This design comes from an exercise in tuning for a short achievable clock period and few clock cycles per item on the open sky130 flow, not from production work.
Function was checked by simulation only, so behaviour that the tests miss may differ from the original.
Power and IR drop assume default switching activity.

--- design/flow/config.mk ---
export PLATFORM = sky130hd
export DESIGN_NAME = comp_mult_top
export DESIGN_NICKNAME = comp_mult_top
export VERILOG_FILES = /design/flow/design.v
export SDC_FILE = /design/flow/constraint.sdc
export NUM_CORES = 4
export LEC_CHECK = 0
export ABC_CLOCK_PERIOD_IN_PS = 1500
export CAP_MARGIN = 20
export CORE_MARGIN = 2
export CORE_UTILIZATION = 40
export SETUP_SLACK_MARGIN = 4.4
export SLEW_MARGIN = 20
--- design/flow/constraint.sdc ---
create_clock -name core_clock -period 6.5 [get_ports {clk}]
set_input_delay 1.3000 -clock core_clock [delete_from_list [all_inputs] [get_ports {clk}]]
set_output_delay 1.3000 -clock core_clock [all_outputs]
set_load 0.01 [all_outputs]
--- design/flow/design.v ---
`timescale 1ns/1ps
package cmul_types_pkg;
    localparam int ELEM_W    = 8;    
    localparam int RES_W     = 18;   
    localparam int RES_BYTES = 3;    
    localparam int ADDR_W    = 16;   
    localparam int REG_W     = 16;   
    typedef logic signed [ELEM_W-1:0] elem_t;       
    typedef logic signed [RES_W-1:0]  res_t;        
    typedef logic [ADDR_W-1:0]        addr_t;       
    typedef logic [REG_W-1:0]         reg_t;        
    typedef logic [2:0]               byte_cnt_t;   
endpackage
`timescale 1ns/1ps
package cmul_regmap_pkg;
    typedef enum logic [2:0] {
        OFS_OP1    = 3'd0,   
        OFS_OP2    = 3'd1,   
        OFS_RES    = 3'd2,   
        OFS_NUM_OP = 3'd3,   
        OFS_START  = 3'd4,   
        OFS_STATUS = 3'd5,   
        OFS_STATE  = 3'd6    
    } reg_offset_e;
    localparam int STS_DONE_BIT = 0;
    typedef enum logic [1:0] {
        ST_IDLE   = 2'd0,
        ST_RD_OPS = 2'd1,   
        ST_WORK   = 2'd2,   
        ST_WR_RES = 2'd3    
    } ctrl_state_e;
    localparam int OP_RD_BYTES  = 4;   
    localparam int RES_WR_BYTES = 6;   
    localparam int OP_STRIDE    = 2;   
    localparam int RES_STRIDE   = 6;   
endpackage
`timescale 1ns/1ps
module comp_mult_top
#(
    parameter logic [15:0] APB_BASE = '0   
) (
    input  logic  clk,
    input  logic  rst_n,
    input  cmul_types_pkg::addr_t paddr,
    input  logic  pwrite,
    input  cmul_types_pkg::reg_t  pwdata,
    input  logic  psel,
    output logic  pready,
    output cmul_types_pkg::reg_t  prdata,
    output logic  pslverr,
    output logic  mem_ce,
    output logic  mem_we,
    output cmul_types_pkg::addr_t mem_addr,
    output cmul_types_pkg::elem_t mem_wr_data,
    input  cmul_types_pkg::elem_t mem_rd_data
);
    logic [15:0] ofs_full;
    logic [2:0]  ofs;
    logic        in_range;
    logic        acc_ok;
    logic        wr_en;
    assign pready   = 1'b1;
    assign ofs_full = paddr - APB_BASE;
    assign in_range = (ofs_full[15:3] == '0);
    assign ofs      = ofs_full[2:0];
    always_comb begin
        case (ofs)
            3'd0, 3'd1, 3'd2, 3'd3, 3'd4: acc_ok = pwrite;
            3'd5:    acc_ok = 1'b1;
            3'd6:    acc_ok = ~pwrite;
            default: acc_ok = 1'b0;
        endcase
    end
    assign wr_en = psel & pwrite & in_range & acc_ok;
    logic wr_op1, wr_op2, wr_res, wr_num, wr_start, wr_clr;
    assign wr_op1   = wr_en & (ofs == 3'd0);
    assign wr_op2   = wr_en & (ofs == 3'd1);
    assign wr_res   = wr_en & (ofs == 3'd2);
    assign wr_num   = wr_en & (ofs == 3'd3);
    assign wr_start = wr_en & (ofs == 3'd4) & pwdata[0];
    assign wr_clr   = wr_en & (ofs == 3'd5) & ~pwdata[0];
    logic        done;
    logic        clr_q;        
    logic        busy;         
    logic        start_q;      
    logic [15:0] num_reg;
    logic        num_nz_q;     
    logic        num_ge2_q;    
    logic [15:0] num_m1_q;     
    logic        num_is1_q;    
    logic [15:0] b1, b2;       
    logic        eq_q;         
    logic [15:0] ra1, ra2, rw;   
    logic        k1, k2;       
    logic        wres_q, wnum_q;   
    logic [15:0] pwdata_q;     
    logic [15:0] base1, base2;   
    logic [1:0]  h1, h2;       
    logic        qsame;        
    logic        bus_v, ret_v;
    logic [1:0]  bus_id, ret_id;
    logic        bus_dup, ret_dup;
    logic [3:0]  v;            
    logic signed [7:0] cx1, cy1, cx2, cy2;
    logic [2:0]  oc;           
    logic [15:0] qf_left;      
    logic [15:0] qw_left;      
    logic        qw1;          
    logic        wrc;          
    logic [2:0]  wcnt;         
    logic        qd_q;         
    logic        sq_ok;        
    logic        wok;          
    logic        fin_q;        
    logic        mem_ce_q, mem_we_q;
    logic [15:0] mem_addr_q;
    logic [7:0]  mem_wr_data_q;
    logic [35:0] f0, f1, f2, f3;   
    logic [2:0]  fcnt;
    logic        s1v, s2v;
    logic        prd0;
    assign prdata      = {15'b0, prd0};
    assign mem_ce      = mem_ce_q;
    assign mem_we      = mem_we_q;
    assign mem_addr    = mem_addr_q;
    assign mem_wr_data = mem_wr_data_q;
    logic go;
    logic [1:0] h1e, h2e;
    logic qdone;
    logic [2:0] oc_eff;
    logic start_quad;
    logic rd_issue;
    logic rd_op1;              
    logic [1:0] rd_id;
    logic wr_start_b;          
    logic wr_issue;
    logic [2:0] wcnt_n;
    logic pop;
    logic push;
    logic [15:0] qf_eff;
    assign eq_q    = (b1 == b2);
    assign base1   = k1 ? pwdata_q : ra1;
    assign base2   = k2 ? pwdata_q : ra2;
    assign go      = start_q & ~busy & num_nz_q;
    assign h1e     = k1 ? 2'd0 : h1;
    assign h2e     = k2 ? 2'd0 : h2;
    assign qdone   = qd_q & ~k1 & ~(k2 & ~qsame);
    assign oc_eff  = go ? 3'd1 : oc;
    assign qf_eff  = go ? num_m1_q : qf_left;
    logic sqg, inc1, inc2;
    logic [15:0] base1p, base2p;
    assign sqg        = sq_ok | (go & num_ge2_q);
    assign start_quad = ~wrc & qdone & sqg;
    assign inc1       = ~wrc & (qdone ? sqg : (h1e != 2'd2));
    assign inc2       = ~wrc & ~qdone & (h1e == 2'd2);
    assign rd_issue   = inc1 | inc2;
    assign rd_op1     = inc1;
    assign rd_id      = start_quad ? 2'd0 : (h1e != 2'd2) ? {1'b0, h1e[0]} : {1'b1, h2e[0]};
    assign base1p     = k1 ? pwdata_q + 16'd1 : ra1 + 16'd1;
    assign base2p     = k2 ? pwdata_q + 16'd1 : ra2 + 16'd1;
    assign wr_start_b = ~wrc & qdone & ~sqg & wok;
    assign wr_issue   = wrc | wr_start_b;
    assign wcnt_n     = wrc ? wcnt + 3'd1 : 3'd0;
    assign pop        = wrc & (wcnt == 3'd4);
    logic       busy_n;
    logic [2:0] oc_n;
    logic [2:0] fcnt_n;
    logic [1:0] h1_n, h2_n;
    logic       qsame_n;
    assign busy_n = go | (busy & ~fin_q);
    always_comb begin
        oc_n = oc_eff;
        if (start_quad & ~pop) oc_n = oc_eff + 3'd1;
        if (~start_quad & pop) oc_n = oc_eff - 3'd1;
    end
    always_comb begin
        fcnt_n = fcnt;
        if (s6v & ~pop) fcnt_n = fcnt + 3'd1;
        if (~s6v & pop) fcnt_n = fcnt - 3'd1;
    end
    always_comb begin
        if (fin_q) begin
            h1_n = '0; h2_n = '0; qsame_n = 1'b0;
        end else if (start_quad) begin
            h1_n = 2'd1; h2_n = 2'd0; qsame_n = eq_q;
        end else begin
            h1_n = inc1 ? h1e + 2'd1 : h1e;
            h2_n = inc2 ? h2e + 2'd1 : h2e;
            qsame_n = qsame;
        end
    end
    assign push = (v == 4'b1111) & busy;
    logic qc1, qc2;
    assign qc1 = (h1e == 2'd1) & (qsame | (h2e == 2'd2));
    assign qc2 = (h1e == 2'd2) & (h2e == 2'd1) & ~qsame;
    logic [7:0] wbyte;
    always_comb begin
        case (wcnt_n)
            3'd0:    wbyte = f0[7:0];
            3'd1:    wbyte = f0[15:8];
            3'd2:    wbyte = {6'b0, f0[17:16]};
            3'd3:    wbyte = f0[25:18];
            3'd4:    wbyte = f0[33:26];
            default: wbyte = {6'b0, f0[35:34]};
        endcase
    end
    always_ff @(posedge clk or negedge rst_n) begin
        if (!rst_n) begin
            pslverr  <= 1'b0;
            prd0     <= 1'b0;
            done     <= 1'b0;
            clr_q    <= 1'b0;
            start_q  <= 1'b0;
            num_reg  <= '0;
            num_nz_q <= 1'b0;
            num_ge2_q <= 1'b0;
            num_m1_q <= '0;
            num_is1_q <= 1'b0;
            k1       <= 1'b0;
            k2       <= 1'b0;
            wres_q   <= 1'b0;
            wnum_q   <= 1'b0;
            pwdata_q <= '0;
            b1       <= '0;
            b2       <= '0;
        end else begin
            pslverr   <= psel & ~(in_range & acc_ok);
            prd0      <= ofs[0] ? (done & ~clr_q) : busy;    
            clr_q <= wr_clr;
            if (fin_q)
                done <= 1'b1;
            else if (clr_q)
                done <= 1'b0;
            start_q   <= wr_start;
            k1        <= wr_op1;
            k2        <= wr_op2;
            wres_q    <= wr_res;
            wnum_q    <= wr_num;
            pwdata_q  <= pwdata;
            if (wnum_q) num_reg <= pwdata_q;
            if (wnum_q) begin
                num_nz_q  <= (pwdata_q != '0);
                num_ge2_q <= (pwdata_q[15:1] != '0);
                num_is1_q <= (pwdata_q == 16'd1);
                num_m1_q  <= pwdata_q - 16'd1;
            end
            if (k1) b1 <= pwdata_q;
            if (k2) b2 <= pwdata_q;
        end
    end
    always_ff @(posedge clk or negedge rst_n) begin
        if (!rst_n) begin
            busy     <= 1'b0;
            ra1      <= '0;
            ra2      <= '0;
            rw       <= '0;
            h1       <= '0;
            h2       <= '0;
            qsame    <= 1'b0;
            bus_v    <= 1'b0;
            bus_id   <= '0;
            bus_dup  <= 1'b0;
            ret_v    <= 1'b0;
            ret_id   <= '0;
            ret_dup  <= 1'b0;
            v        <= '0;
            oc       <= '0;
            qf_left  <= '0;
            qw_left  <= '0;
            qw1      <= 1'b0;
            wrc      <= 1'b0;
            wcnt     <= '0;
            qd_q     <= 1'b0;
            sq_ok    <= 1'b0;
            wok      <= 1'b0;
            fin_q    <= 1'b0;
            mem_ce_q <= 1'b0;
            mem_we_q <= 1'b0;
            fcnt     <= '0;
            s1v      <= 1'b0;
            s2v      <= 1'b0;
            s3v      <= 1'b0;
            s4v      <= 1'b0;
            s5v      <= 1'b0;
            s6v      <= 1'b0;
        end else begin
            busy <= busy_n;
            mem_ce_q <= rd_issue | wr_issue;
            mem_we_q <= wr_issue;
            if (wres_q)
                rw <= pwdata_q;
            else if (wr_issue)
                rw <= rw + 16'd1;
            ra1 <= inc1 ? base1p : base1;
            ra2 <= inc2 ? base2p : base2;
            h1    <= h1_n;
            h2    <= h2_n;
            qsame <= qsame_n;
            qd_q  <= ~fin_q & ~start_quad & (qdone | (~wrc & (qc1 | qc2)));
            bus_v   <= rd_issue;
            bus_id  <= rd_id;
            bus_dup <= start_quad ? eq_q : qsame;
            ret_v   <= bus_v & ~(k1 & ~bus_id[1]) & ~(k2 & bus_id[1]);
            ret_id  <= bus_id;
            ret_dup <= bus_dup;
            begin
                logic [3:0] cap;
                logic ret_ok;
                ret_ok = ret_v & ~(k1 & ~ret_id[1]) & ~(k2 & ret_id[1]);
                cap[0] = ret_ok & (ret_id == 2'd0);
                cap[1] = ret_ok & (ret_id == 2'd1);
                cap[2] = ret_ok & ((ret_id == 2'd2) | (ret_dup & (ret_id == 2'd0)));
                cap[3] = ret_ok & ((ret_id == 2'd3) | (ret_dup & (ret_id == 2'd1)));
                v <= cap | (v & ~{4{push}} & ~{k2, k2, k1, k1} & ~{4{fin_q}});
            end
            oc    <= oc_n;
            sq_ok <= busy & ~fin_q & ((oc != 3'd4) | pop) & (qf_left != '0);
            wok   <= busy_n & (fcnt_n != 3'd0);
            if (start_quad)
                qf_left <= qf_eff - 16'd1;
            else if (go)
                qf_left <= num_m1_q;
            if (go)
                qw_left <= num_reg;
            else if (pop)
                qw_left <= qw_left - 16'd1;
            wrc    <= wrc ? (wcnt != 3'd4) : wr_start_b;
            wcnt   <= wcnt_n;
            if (go)
                qw1 <= num_is1_q;
            else if (pop)
                qw1 <= (qw_left == 16'd2);
            fin_q  <= pop & qw1;
            fcnt <= fcnt_n;
            s1v <= push;
            s2v <= s1v;
            s3v <= s2v;
            s4v <= s3v;
            s5v <= s4v;
            s6v <= s5v;
        end
    end
    always_ff @(posedge clk) begin
        if (wrc)
            mem_addr_q <= rw;
        else if (qdone)
            mem_addr_q <= sqg ? base1 : rw;
        else
            mem_addr_q <= (h1e != 2'd2) ? base1 : base2;
        mem_wr_data_q <= wbyte;
    end
    logic [3:0] capd;
    assign capd[0] = ret_v & (ret_id == 2'd0);
    assign capd[1] = ret_v & (ret_id == 2'd1);
    assign capd[2] = ret_v & ((ret_id == 2'd2) | (ret_dup & (ret_id == 2'd0)));
    assign capd[3] = ret_v & ((ret_id == 2'd3) | (ret_dup & (ret_id == 2'd1)));
    always_ff @(posedge clk) begin
        if (capd[0]) cx1 <= mem_rd_data;
        if (capd[1]) cy1 <= mem_rd_data;
        if (capd[2]) cx2 <= mem_rd_data;
        if (capd[3]) cy2 <= mem_rd_data;
    end
    logic signed [9:0]  pp_a [4];
    logic signed [9:0]  pp_b [4];
    logic signed [9:0]  pp_c [4];
    logic signed [9:0]  pp_d [4];
    logic s3v;
    logic [8:0] gy2, gx2;    
    assign gy2 = {cy2, 1'b0};
    assign gx2 = {cx2, 1'b0};
    function automatic logic [3:0] bsel(input logic [2:0] g);
        case (g)
            3'd1, 3'd2: bsel = 4'b1000;
            3'd3:       bsel = 4'b0100;
            3'd4:       bsel = 4'b0001;
            3'd5, 3'd6: bsel = 4'b0010;
            default:    bsel = 4'b0000;
        endcase
    endfunction
    function automatic logic signed [9:0] bpp(input logic signed [7:0] a, input logic signed [8:0] n, input logic [3:0] sel);
        logic signed [9:0] a1;
        logic signed [9:0] n1;
        a1 = 10'(a);
        n1 = 10'(n);
        bpp = ({10{sel[3]}} & a1) | ({10{sel[2]}} & (a1 <<< 1))
            | ({10{sel[1]}} & n1) | ({10{sel[0]}} & (n1 <<< 1));
    endfunction
    logic signed [7:0] ox1, oy1;
    logic [3:0] sx2 [4];     
    logic [3:0] sy2 [4];     
    logic signed [8:0] nx1, ny1;
    logic s4v;
    always_ff @(posedge clk) begin
        ox1 <= cx1;
        oy1 <= cy1;
        for (int j = 0; j < 4; j++) begin
            sx2[j] <= bsel(gx2[2*j +: 3]);
            sy2[j] <= bsel(gy2[2*j +: 3]);
        end
        nx1 <= -(9'(cx1));
        ny1 <= -(9'(cy1));
    end
    always_ff @(posedge clk) begin
        for (int j = 0; j < 4; j++) begin
            pp_a[j] <= bpp(ox1, nx1, sy2[j]);
            pp_b[j] <= bpp(oy1, ny1, sx2[j]);
            pp_c[j] <= bpp(ox1, nx1, sx2[j]);
            pp_d[j] <= bpp(oy1, ny1, {sy2[j][1:0], sy2[j][3:2]});    
        end
    end
    function automatic logic [35:0] csa(input logic [17:0] a, input logic [17:0] b, input logic [17:0] c);
        csa = {a ^ b ^ c, ((a & b) | (a & c) | (b & c)) << 1};
    endfunction
    function automatic logic [71:0] red84(input logic [17:0] r0, input logic [17:0] r1,
                                          input logic [17:0] r2, input logic [17:0] r3,
                                          input logic [17:0] r4, input logic [17:0] r5,
                                          input logic [17:0] r6, input logic [17:0] r7);
        logic [35:0] u1, u2, u3, u4;
        u1 = csa(r0, r1, r2);
        u2 = csa(r3, r4, r5);
        u3 = csa(u1[35:18], u1[17:0], u2[35:18]);
        u4 = csa(u2[17:0], r6, r7);
        red84 = {u3, u4};
    endfunction
    function automatic logic [35:0] red42(input logic [71:0] q);
        logic [35:0] u1;
        u1 = csa(q[71:54], q[53:36], q[35:18]);
        red42 = csa(u1[35:18], u1[17:0], q[17:0]);
    endfunction
    logic [71:0] q2x, q2y;      
    logic [35:0] q3x, q3y;      
    logic [9:0]  lox, loy;      
    logic [8:0]  h0x, h1x, h0y, h1y;    
    always_ff @(posedge clk) begin
        q2y <= red84(18'(pp_a[0]), 18'(pp_a[1]) << 2, 18'(pp_a[2]) << 4, 18'(pp_a[3]) << 6,
                     18'(pp_b[0]), 18'(pp_b[1]) << 2, 18'(pp_b[2]) << 4, 18'(pp_b[3]) << 6);
        q2x <= red84(18'(pp_c[0]), 18'(pp_c[1]) << 2, 18'(pp_c[2]) << 4, 18'(pp_c[3]) << 6,
                     18'(pp_d[0]), 18'(pp_d[1]) << 2, 18'(pp_d[2]) << 4, 18'(pp_d[3]) << 6);
        q3y <= red42(q2y);
        q3x <= red42(q2x);
        loy <= {1'b0, q3y[26:18]} + {1'b0, q3y[8:0]};
        lox <= {1'b0, q3x[26:18]} + {1'b0, q3x[8:0]};
        h0y <= q3y[35:27];
        h1y <= q3y[17:9];
        h0x <= q3x[35:27];
        h1x <= q3x[17:9];
    end
    logic signed [17:0] xr_n, yr_n;
    logic s5v, s6v;
    always_ff @(posedge clk) begin
        xr_n <= {h0x + h1x + {8'd0, lox[9]}, lox[8:0]};
        yr_n <= {h0y + h1y + {8'd0, loy[9]}, loy[8:0]};
    end
    always_ff @(posedge clk) begin
        if (pop) begin
            f0 <= (s6v && fcnt == 3'd1) ? {xr_n, yr_n} : f1;
            f1 <= (s6v && fcnt == 3'd2) ? {xr_n, yr_n} : f2;
            f2 <= (s6v && fcnt == 3'd3) ? {xr_n, yr_n} : f3;
            f3 <= {xr_n, yr_n};
        end else if (s6v) begin
            case (fcnt)
                3'd0:    f0 <= {xr_n, yr_n};
                3'd1:    f1 <= {xr_n, yr_n};
                3'd2:    f2 <= {xr_n, yr_n};
                default: f3 <= {xr_n, yr_n};
            endcase
        end
    end
endmodule
--- design/flow/run.sh ---
#!/bin/bash
# synth_recipe.tcl (not shown) runs the flow's synth.tcl, then flattens the netlist and writes it again
# the make line also repeats each setting of config.mk as NAME=value (left out here)
make -C /OpenROAD-flow-scripts/flow DESIGN_CONFIG=/design/flow/config.mk WORK_HOME=/design/flow/orfs CLKGATE_MAP_FILE= SYNTH_SCRIPT=/design/flow/synth_recipe.tcl finish
==> out/qor.yml <==
cells_and_area:
  nets: 3470
  layout_commonest_cell: "dfxtp_1"
  layout_common_cells: "504 x dfxtp_1, 269 x inv_1, 243 x nand2_1"
  syn2layout_area_growth_pct: 19.8
  drive_gt1_frac: 0.202
  final_cells: 4463
  reg_top3: "q2x x59, q2y x59"
  final_area_um2: 44200
status:
  status: "timing/DRC/antenna clean"
global_routing:
  grt_max_degree: 124
  grt_pass1_vias: 23300
  grt-ovfl-total: 0
  grt_pass1_wl_mm: 135
  antenna_found_initial: 2
  grt_usage: 0.183
logic_synthesis:
  yosys.cell_types.count: 67
  synth_edf_count: 176
  yosysTopAreaCell: "dfxtp_1"
  ys.flop_type: "dfxtp_1"
  synthArstFlopShare: 0.234
  netlist_instances: 3069
  syn_area_per_cell_um2: 12.0
  yosys-top-cells-area: "dfxtp_1 28%, dfrtp_1 14%, edfxtp_1 14%, fa_1 7.9%, mux2_2 4.7%"
  ys_ff_latch: 910
  seq_area_frac_synth: 0.570
  synth_area_um2: 36900
  synth_top_area_frac: 0.282
  yosysWarnings: 7
placement:
  port_buffers: 71
  place_hpwl_mm: 54.0
  place_inst: 4179
  place_area_um2: 38700
  gp_congestion: 0.836
drt:
  postRouteAntennaNets: 0
  routedWlPerCell_um: 19.5
  drtIter0Drc: 1748
  dr_total_vias: 22900
  route.detailed.drc: 0
  dr.pass1.iters: 9
  wl_mm: 87.1
  post_drt_via_cell_ratio: 5.12
die:
  coreArea_um2: 91500
  die_w_um: 308
  dieArea_um2: 94800
  chipHeight_um: 308
  start_util: 0.403
  rows: 111
  io-pin-count: 88
setup_path:
  critPathTopFamily: "flip-flops"
  rr_worst_depth: 9
  reg2reg_slack_ps: 4180
  crit_path_end_kind: "output port"
  cp_max_fo: 1
  crit_buf_inv: 1
  timing.rr.end: "ra1[14]"
  crit_path_start_kind: "flop"
  critical_path_arrival_ps: 1160
  max_stage_delay_ps: 370
  cp_data_required_time_ps: 5200
  cpMaxStageDelayCell: "dfrtp_1"
  path_class: "flop to output port"
  regToRegStartpoint: "k1"
  crit_chain: "buf_2"
job:
  cap_violations: 0
sta:
  clock_skew_ps: 36.4
  hold_violations: 0
  slew_violations: 0
  max_freq_ghz: 0.407
  rsz0062_at_grt: "true"
  post-route-period-util: 0.378
  fin_crit_ps: 2460
  tns_ps: 0
  finalSetupViolCount: 0
  relSlewSlack: 0.249
  tightest_slew_ps: 1120
power:
  vdd_drop_max_v: 0.000241
  p_leak_uw: 0.0188
  power_density_nw_per_um2: 260
hold_path:
  min_path_cells: 0
  min_from: "q3x[18]"
  hp-class: "flop to flop"
  hold-path-endpoint: "lox[0]"
cts:
  h-tree-depth: 3
  cts_tree: "done"
  cts_buffers: 96
  cts-root-buf: "clkbuf_16"
  clk_latency_ps: 660
  cts_hold_buf: 0
  cts_buffer_depth: 3
  cts.reportedPaths.clkPinSlew_ps: 60
  cts.sinks: 910
==> repair_timing <==
action / in CTS / in global routing
endpoints found under the setup margin: 411 / 218
gates resized for setup: 297 / 139
setup buffers: 52 / 46
pin swaps: 47 / 74
cloned: 6 / 1
==> worst max-delay path by stage <==
stage,to,from,cells after the start,slack (ps)
2_1_floorplan,k1,paddr[5],5,3930
5_1_grt,mem_we,mem_we_q,1,4000
4_1_cts,mem_we,mem_we_q,1,3990
3_3_place_gp,ra2[14],k1,10,3130
6_report,mem_we,mem_we_q,1,4040
3_5_place_dp,ra2[14],k1,10,3090
==> cell usage after synthesis (6+ instances only) <==
library cell and instances:
a211oi_1 6, a21o_1 36, a21oi_1 58, a222oi_1 25
a22o_1 6, a22oi_1 167, and2_1 9, and3_1 11
and3b_1 7, buf_1 16, buf_2 6, buf_4 17
clkbuf_1 147, dfrtp_1 213, dfxtp_1 521, edfxtp_1 176
fa_1 146, ha_1 84, inv_1 276, mux2_2 154
mux2i_1 68, nand2_1 254, nand2b_1 12, nand3_1 27
nand4_1 18, nor2_1 120, nor2b_1 20, nor3_1 50
nor3b_1 12, nor4_1 19, o21a_1 21, o21ai_0 85
o21ai_1 11, o221ai_1 11, or3_1 11, or4_1 7
xnor2_1 139, xor2_1 47
==> metrics by stage <==
step	hold WS (ps)	util	power, uW	setup WS, ps
3_5_place_dp	312	0.423	6040	3090
3_3_place_gp	311	0.423	6040	3130
4_1_cts	317	0.472	11600	3990
5_1_grt	324	0.483	11900	4000
6_report	317	0.483	11500	4040
2_1_floorplan	310	-	5950	3930
==> layout make-up <==
class / count / area [um^2]
tap: 1186 / 1480
antenna: 1 / 2.50
timing repair buffer: 199 / 2070
multi-input combinational: 1712 / 15300
inverter: 277 / 1050
clock inverter: 27 / 327
fill: 8025 / 47300
clock buffer: 151 / 2950
sequential: 910 / 21100
==> cell families (layout without fill, tap and decap cells) <==
family,Yosys count,in the layout,share of synthesized area
buffers and inverters,463,654,0.0490
xor gates and xnor gates,186,186,0.0441
other,2,17,0.000203
DFF,910,910,0.570
AOI/OAI and AO/OA,456,456,0.0861
and+or+nand+nor,599,601,0.0771
muxes,223,223,0.0660
adders and majority gates,230,230,0.108
==> routing by layer <==
layer / part of all wire / GRT usage
met1: 0.44 / 0.249
met2: 0.47 / 0.295
met3: 0.065 / 0.0312
met4: 0.028 / 0.0659
met5: 0 / 0
==> report_power, final <==
part	leakage, uW	switching, uW	total (uW)	internal, uW
registers	0.00881	22.0	5790	5770
logic	0.00835	90.4	145	54.2
clock network	0.00162	2240	5570	3320
Testbench counts, summed over its fixed seeds: cycles 21,041, items 2,070.

-- static timing again, ports no longer ideal --
How much do the figures lean on ideal ports? The routed layout below was timed once more, with nothing changed but the port constraints. Step 1 sets driving cells, clkbuf_16 on the clock port and buf_2 on the other inputs (assumed; they add their load-dependent delay and slew). Step 2, shift: input delay + t, output delay - t, t = (earliest + latest rising clock arrival at the registers) / 2. This alone moves slack from input paths to output paths. Three values: ideal ports, drivers, drivers and shift; two values: the first two.
shift t [ns]: 0.710
setup slack, ns: 4.043 / 3.979 / 3.623
worst data-port slew with drivers (ns): 0.05
After both steps setup and hold are still met in this run. For this run, drivers alone change the setup slack by -0.064 ns; drivers and shift together by -0.420 ns.
